This design comes from an exercise in tuning for small area, a short achievable clock period and few clock cycles per item on the open sky130 flow, not from production work. Function was checked by simulation only, so behaviour that the tests miss may differ from the original. Power figures rest on the tool's default switching activity, not on a simulated workload.

## umber
==> flow/design.v (excerpt) <==
module dcache_top (
   input  logic        CLK,
   input  logic        nRST,
   input  logic        cpu_ren,
   input  logic        cpu_wen,
   input  logic [31:0] cpu_addr,
   input  logic [31:0] cpu_wdata,
   input  logic        halt,
   output logic        dhit,
   output logic [31:0] dmemload,
   output logic        flushed,
   output logic        mem_ren,
   output logic        mem_wen,
   output logic [31:0] mem_addr,
   output logic [31:0] mem_wdata,
   input  logic        dwait,
   input  logic [31:0] dload
);
Size: about 1700 flip-flops, about 69000 um^2 of cells after synthesis.
==> flow/config.mk <==
export PLATFORM = sky130hd
export DESIGN_NAME = dcache_top
export DESIGN_NICKNAME = dcache_top
export VERILOG_FILES = /design/flow/design.v
export SDC_FILE = /design/flow/constraint.sdc
export NUM_CORES = 4
export LEC_CHECK = 0
export CAP_MARGIN = 20
export CORE_MARGIN = 2
export CORE_UTILIZATION = 45
export SETUP_SLACK_MARGIN = 5
export SLEW_MARGIN = 20
export TNS_END_PERCENT = 100
==> flow/constraint.sdc <==
create_clock -name core_clock -period 8.0 [get_ports {CLK}]
set_input_delay 1.6000 -clock core_clock [delete_from_list [all_inputs] [get_ports {CLK}]]
set_output_delay 1.6000 -clock core_clock [all_outputs]
set_load 0.01 [all_outputs]
standard.sh (not shown) runs the stock make flow with config.mk's settings and CLKGATE_MAP_FILE= SYNTH_SCRIPT=/design/flow/synth_recipe.tcl, a recipe that flattens the netlist after the stock synthesis.
==> flow/flow/run.sh <==
#!/bin/bash
# The standard layout, with two changes to how ports are buffered and cells sized:
# port buffers are buf_4 (not the slow delay cells the default picks), and timing
# repair may change a cell's footprint, not just its drive strength. Synthesis,
# floorplan, power grid, placement, CTS and routing are otherwise the standard ones.
set -euo pipefail
bash standard.sh MATCH_CELL_FOOTPRINT=0 'BUFFER_PORTS_ARGS=-buffer_cell sky130_fd_sc_hd__buf_4' finish > standard_flow.log 2>&1
umber finished every stage and its layout cleared the timing, DRC and antenna checks.
Testbench counts of umber, summed over its fixed seeds: cycles 43,092, accesses 4,800.
> inputs changed (umber -> garnet)
# umber
export LEC_CHECK = 0
export CAP_MARGIN = 20
export CORE_MARGIN = 2
export CORE_UTILIZATION = 45
export SETUP_SLACK_MARGIN = 5
export SLEW_MARGIN = 20
export TNS_END_PERCENT = 100
create_clock -name core_clock -period 8.0 [get_ports {CLK}]
# garnet
export LEC_CHECK = 0
export CAP_MARGIN = 20
export CORE_MARGIN = 2
export CORE_UTILIZATION = 45
export CTS_CLUSTER_DIAMETER = 100
export CTS_CLUSTER_SIZE = 30
export SETUP_SLACK_MARGIN = 5
export SLEW_MARGIN = 20
export TNS_END_PERCENT = 100
create_clock -name core_clock -period 8.0 [get_ports {CLK}]
Worst hold slack delta (garnet − umber): favourable
Cell area: garnet < umber
Compared with umber, garnet shows a total internal power that is about 18% lower.
In the tables for umber and garnet, clock latency on the worst-skew pair reads lower with garnet.
garnet vs. umber: count of clock-buffer cells in the layout went down by 124.


The RTL this note starts from:
==> flow/design.v <==
package dcache_pkg;
   localparam int IDX_W = 3;
   localparam int TAG_W = 26;
   localparam int SETS  = 8;
   localparam int WAYS  = 2;
   localparam int LINES = WAYS * SETS;
endpackage
`timescale 1ns/1ns
module dcache_top (
   input  logic        CLK,
   input  logic        nRST,
   input  logic        cpu_ren,
   input  logic        cpu_wen,
   input  logic [31:0] cpu_addr,
   input  logic [31:0] cpu_wdata,
   input  logic        halt,
   output logic        dhit,
   output logic [31:0] dmemload,
   output logic        flushed,
   output logic        mem_ren,
   output logic        mem_wen,
   output logic [31:0] mem_addr,
   output logic [31:0] mem_wdata,
   input  logic        dwait,
   input  logic [31:0] dload
);
   localparam int TAG_W = dcache_pkg::TAG_W;
   localparam int LINES = dcache_pkg::LINES;
   typedef enum logic [3:0] {
      IDLE, LOOK, WB0, WB1, FILL0, FILL1, RESP, FSTART, FWB0, FWB1, DONE
   } state_t;
   logic [LINES-1:0]                 valid_q, dirty_q;
   logic [LINES-1:0][TAG_W-1:0]      tag_q;
   logic [LINES-1:0][1:0][31:0]      data_q;
   logic [7:0]                       lru_q;      
   state_t             state_q;
   logic [TAG_W-1:0]   atag_q;                  
   logic [2:0]         aidx_q;                  
   logic               aoff_q, awen_q;
   state_t             state_d;
   logic               idle_q;                  
   logic               look_q;                  
   logic               first_q, second_q;       
   logic               wbst_q;                  
   logic               fillst_q;                
   logic               wsel_q;                  
   logic [TAG_W-1:0]   t0_q, t1_q;              
   logic               v0_q, v1_q;              
   logic               vict_q, vd_q;            
   logic               fl_q;                    
   logic [2:0]         fidx_q, fidx_d;          
   logic               way_q;                   
   logic               dhit_q, ren_q, wen_q, flushed_q;
   logic [31:3]        maddr_q;
   logic               mword_q;
   logic [31:0]        od_q;                    
   logic               req, done;
   logic [TAG_W-1:0]   t0, t1, tsel;
   logic [1:0][31:0]   x0, x1;                  
   logic [2:0]         sidx;
   logic               m0, m1, hit, vict, wsel, vdirty;
   logic               wb_d, mword_d;
   logic [31:0]        xo0, xo1, xsel, xw0;
   logic [LINES-1:0]   pend;                    
   logic               any_pend;
   logic [3:0]         first_pend;
   assign req  = cpu_ren | cpu_wen;
   assign done = !dwait;
   assign sidx = idle_q ? cpu_addr[5:3] : aidx_q;
   assign t0  = tag_q[{1'b0, sidx}];
   assign t1  = tag_q[{1'b1, sidx}];
   assign x0  = data_q[{1'b0, aidx_q}];    
   assign x1  = data_q[{1'b1, aidx_q}];
   assign m0  = v0_q && (t0_q == atag_q);
   assign m1  = v1_q && (t1_q == atag_q);
   assign hit = m0 | m1;
   assign xo0 = aoff_q ? x0[1] : x0[0];
   assign xo1 = aoff_q ? x1[1] : x1[0];
   assign vict   = vict_q;
   assign vdirty = vd_q;
   assign wsel = wsel_q;
   assign tsel = wsel ? t1 : t0;
   assign xsel = mword_d ? (wsel ? x1[1] : x0[1]) : (wsel ? x1[0] : x0[0]);
   assign xw0  = way_q ? x1[0] : x0[0];
   assign wb_d    = look_q ? vdirty : (wbst_q && !(second_q && done));
   assign mword_d = (first_q && done) || (second_q && !done);
   assign pend = valid_q & dirty_q;
   always_comb begin
      any_pend   = 1'b0;
      first_pend = '0;
      for (int l = LINES - 1; l >= 0; l--) begin
         if (pend[l]) begin
            any_pend   = 1'b1;
            first_pend = 4'(l);
         end
      end
   end
   assign dhit      = dhit_q;
   assign dmemload  = od_q;
   assign flushed   = flushed_q;
   assign mem_ren   = ren_q;
   assign mem_wen   = wen_q;
   assign mem_addr  = {maddr_q, mword_q, 2'b00};
   assign mem_wdata = od_q;
   always_comb begin
      state_d = state_q;
      case (state_q)
         IDLE: begin
            if (halt) begin
               state_d = any_pend ? FSTART : DONE;
            end else if (req) begin
               state_d = LOOK;
            end
         end
         LOOK:   state_d = hit ? RESP : (vdirty ? WB0 : FILL0);
         WB0:    if (done) state_d = WB1;
         WB1:    if (done) state_d = FILL0;
         FILL0:  if (done) state_d = FILL1;
         FILL1:  if (done) state_d = RESP;
         RESP:   state_d = IDLE;
         FSTART: state_d = FWB0;
         FWB0:   if (done) state_d = FWB1;
         FWB1:   if (done) state_d = any_pend ? FSTART : DONE;
         DONE:   state_d = DONE;
         default: state_d = IDLE;
      endcase
   end
   always_ff @(posedge CLK, negedge nRST) begin
      if (!nRST) begin
         state_q   <= IDLE;
         idle_q    <= 1'b1;
         look_q    <= 1'b0;
         first_q   <= 1'b0;
         second_q  <= 1'b0;
         wbst_q    <= 1'b0;
         fillst_q  <= 1'b0;
         fl_q      <= 1'b0;
         dhit_q    <= 1'b0;
         ren_q     <= 1'b0;
         wen_q     <= 1'b0;
         flushed_q <= 1'b0;
         valid_q   <= '0;
         lru_q     <= '0;
      end else begin
         state_q  <= state_d;
         idle_q   <= (state_d == IDLE);
         look_q   <= (state_d == LOOK);
         first_q  <= (state_d == WB0) || (state_d == FILL0) || (state_d == FWB0);
         second_q <= (state_d == WB1) || (state_d == FILL1) || (state_d == FWB1);
         wbst_q   <= (state_d == WB0) || (state_d == WB1) || (state_d == FSTART) ||
                     (state_d == FWB0) || (state_d == FWB1);
         fillst_q <= (state_d == FILL0) || (state_d == FILL1);
         case (state_q)
            IDLE: begin
               if (halt) begin
                  fl_q      <= 1'b1;
                  flushed_q <= !any_pend;
               end
            end
            LOOK: begin
               if (hit) begin
                  dhit_q  <= 1'b1;
               end else if (vdirty) begin
                  wen_q   <= 1'b1;
               end else begin
                  ren_q   <= 1'b1;
               end
            end
            WB1: begin
               if (done) begin
                  wen_q   <= 1'b0;
                  ren_q   <= 1'b1;
               end
            end
            FILL1: begin
               if (done) begin
                  ren_q                    <= 1'b0;
                  dhit_q                   <= 1'b1;
                  valid_q <= valid_q | tline_q;
               end
            end
            RESP: begin
               dhit_q        <= 1'b0;
               for (int i = 0; i < 8; i++) begin
                  if ((|sel_q[i]) || (|sel_q[i + 8])) lru_q[i] <= ~way_q;
               end
            end
            FSTART: begin
               wen_q   <= 1'b1;
            end
            FWB1: begin
               if (done && !any_pend) begin
                  wen_q     <= 1'b0;
                  flushed_q <= 1'b1;
               end else if (done) begin
                  wen_q   <= 1'b0;
               end
            end
            default: begin
            end
         endcase
      end
   end
   logic                  fill_done, cpu_write, clean, resp_d, way_d, word_d, cw_q;
   logic [LINES-1:0][1:0] sel_q;
   logic [LINES-1:0]      tline_q;               
   logic [LINES-1:0]      fline_q;               
   logic [31:0]           wbus;
   assign fill_done = fillst_q && done;
   assign cpu_write = cw_q;
   assign clean     = (state_q == FWB0) && done;
   assign wbus      = cw_q ? cpu_wdata : dload;
   assign resp_d    = (look_q && hit) || ((state_q == FILL1) && done);
   assign way_d     = look_q ? (hit ? m1 : vict) : way_q;
   assign word_d    = resp_d ? aoff_q : mword_d;
   always_ff @(posedge CLK, negedge nRST) begin
      if (!nRST) begin
         cw_q <= 1'b0;
      end else begin
         cw_q <= resp_d && awen_q;
      end
   end
   always_ff @(posedge CLK) begin
      for (int l = 0; l < LINES; l++) begin
         for (int w = 0; w < 2; w++) begin
            sel_q[l][w] <= ({way_d, aidx_q, word_d} == {4'(l), w[0]});
         end
         tline_q[l] <= ((state_d == FILL0) || (state_d == FILL1)) && ({way_d, aidx_q} == 4'(l));
      end
   end
   always_ff @(posedge CLK) begin
      for (int l = 0; l < LINES; l++) begin
         for (int w = 0; w < 2; w++) begin
            if (sel_q[l][w] && (fill_done || cw_q)) begin
               data_q[l][w] <= wbus;
            end
         end
         if (tline_q[l]) begin
            tag_q[l] <= atag_q;
         end
         if (((state_q == FILL1) && done && tline_q[l]) || (clean && fline_q[l])) begin
            dirty_q[l] <= 1'b0;
         end else if (cpu_write && ((|sel_q[l]))) begin
            dirty_q[l] <= 1'b1;
         end
      end
   end
   assign fidx_d = (((state_q == IDLE) && halt) || ((state_q == FWB1) && done)) ?
                   first_pend[2:0] : fidx_q;
   always_ff @(posedge CLK) begin
      fidx_q <= fidx_d;
      for (int l = 0; l < LINES; l++) begin
         fline_q[l] <= ({((((state_q == IDLE) && halt) || ((state_q == FWB1) && done)) ?
                          first_pend[3] : way_q), fidx_d} == 4'(l));
      end
      case (state_q)
         IDLE:    wsel_q <= halt ? first_pend[3] : lru_q[cpu_addr[5:3]];
         LOOK:    wsel_q <= vict;
         FWB1:    if (done) wsel_q <= first_pend[3];
         default: begin
         end
      endcase
      case (state_q)
         IDLE: begin
            if (halt) way_q <= first_pend[3];
         end
         LOOK: begin
            way_q <= hit ? m1 : vict;
         end
         FWB1: begin
            if (done) way_q <= first_pend[3];
         end
         default: begin
         end
      endcase
   end
   always_ff @(posedge CLK) begin
      t0_q    <= t0;
      t1_q    <= t1;
      v0_q    <= valid_q[{1'b0, sidx}];
      v1_q    <= valid_q[{1'b1, sidx}];
      atag_q  <= cpu_addr[31:6];
      aoff_q  <= cpu_addr[2];
      awen_q  <= cpu_wen;
      aidx_q  <= (fl_q || halt) ? fidx_d : cpu_addr[5:3];
      vict_q  <= lru_q[cpu_addr[5:3]];
      vd_q    <= valid_q[{lru_q[cpu_addr[5:3]], cpu_addr[5:3]}] &
                 dirty_q[{lru_q[cpu_addr[5:3]], cpu_addr[5:3]}];
   end
   always_ff @(posedge CLK) begin
      if (look_q) begin
         od_q <= hit ? (m1 ? xo1 : xo0) : xsel;
      end else if (fillst_q && second_q) begin
         od_q <= aoff_q ? dload : xw0;
      end else begin
         od_q <= xsel;
      end
      mword_q  <= mword_d;
      maddr_q  <= {(wb_d ? tsel : atag_q), aidx_q};
   end
endmodule
clock: 8.0 ns
lec_check: 0
cap_margin: 20
core_margin: 2
core_utilization: 45
cts_cluster_diameter: 100
cts_cluster_size: 24
setup_slack_margin: 5
slew_margin: 20
tns_end_percent: 100
Scripts as last shown in full above: flow/flow/run.sh
The starting point finished clean.
Testbench counts at the start, summed over its fixed seeds: cycles 43,092, accesses 4,800.
Next try:
==> flow/flow/run.sh (replaced) <==
#!/bin/bash
# The standard layout, with two changes to how ports are buffered and cells sized:
# port buffers are buf_2 (not the slow delay cells the default picks), and timing
# repair may change a cell's footprint, not just its drive strength. Synthesis,
# floorplan, power grid, placement, CTS and routing are otherwise the standard ones.
set -euo pipefail
bash standard.sh MATCH_CELL_FOOTPRINT=0 'BUFFER_PORTS_ARGS=-buffer_cell sky130_fd_sc_hd__buf_2' finish > standard_flow.log 2>&1
Result:
- worst hold slack loses 0.0048 ns
- setup slack gains 0.0045 ns
- sequential cell count does not change

-- separate check: timing with driven ports --
Ports are ideal in the flow. The routed layouts listed here were re-timed in OpenROAD.
Step 1, drivers: a clkbuf_16 drives CLK and a buf_2 each remaining input, both assumed.
Step 2 adds t to the input delays and takes it off the output delays; t is the mean of the earliest and latest rising clock arrival at the registers after step 1. Input paths then give back, and output paths get back, about the clock's delay inside the block.
Three values: ideal, step 1, step 2; two values: the first two.
run	shift t [ns]	setup WS [ns]	hold slack, ns	latest minus earliest clock arrival (ns)	worst slew at a driven data input, ns
umber	0.871	4.951 / 4.891 / 4.021	0.435 / 0.435 / 0.435	0.029 / 0.029	0.18
garnet	0.785	4.967 / 4.948 / 4.163	0.448 / 0.448 / 0.448	0.067 / 0.068	0.16
the first run of note 2	0.806	5.007 / 4.943 / 4.162	0.436 / 0.436 / 0.436	0.039 / 0.039	0.18
the second run of note 2	0.793	5.012 / 4.935 / 4.141	0.432 / 0.432 / 0.432	0.039 / 0.039	0.18
After both steps every run listed still meets setup and hold. For umber, which loses most, drivers alone change the setup slack by -0.060 ns; drivers and shift together by -0.930 ns.
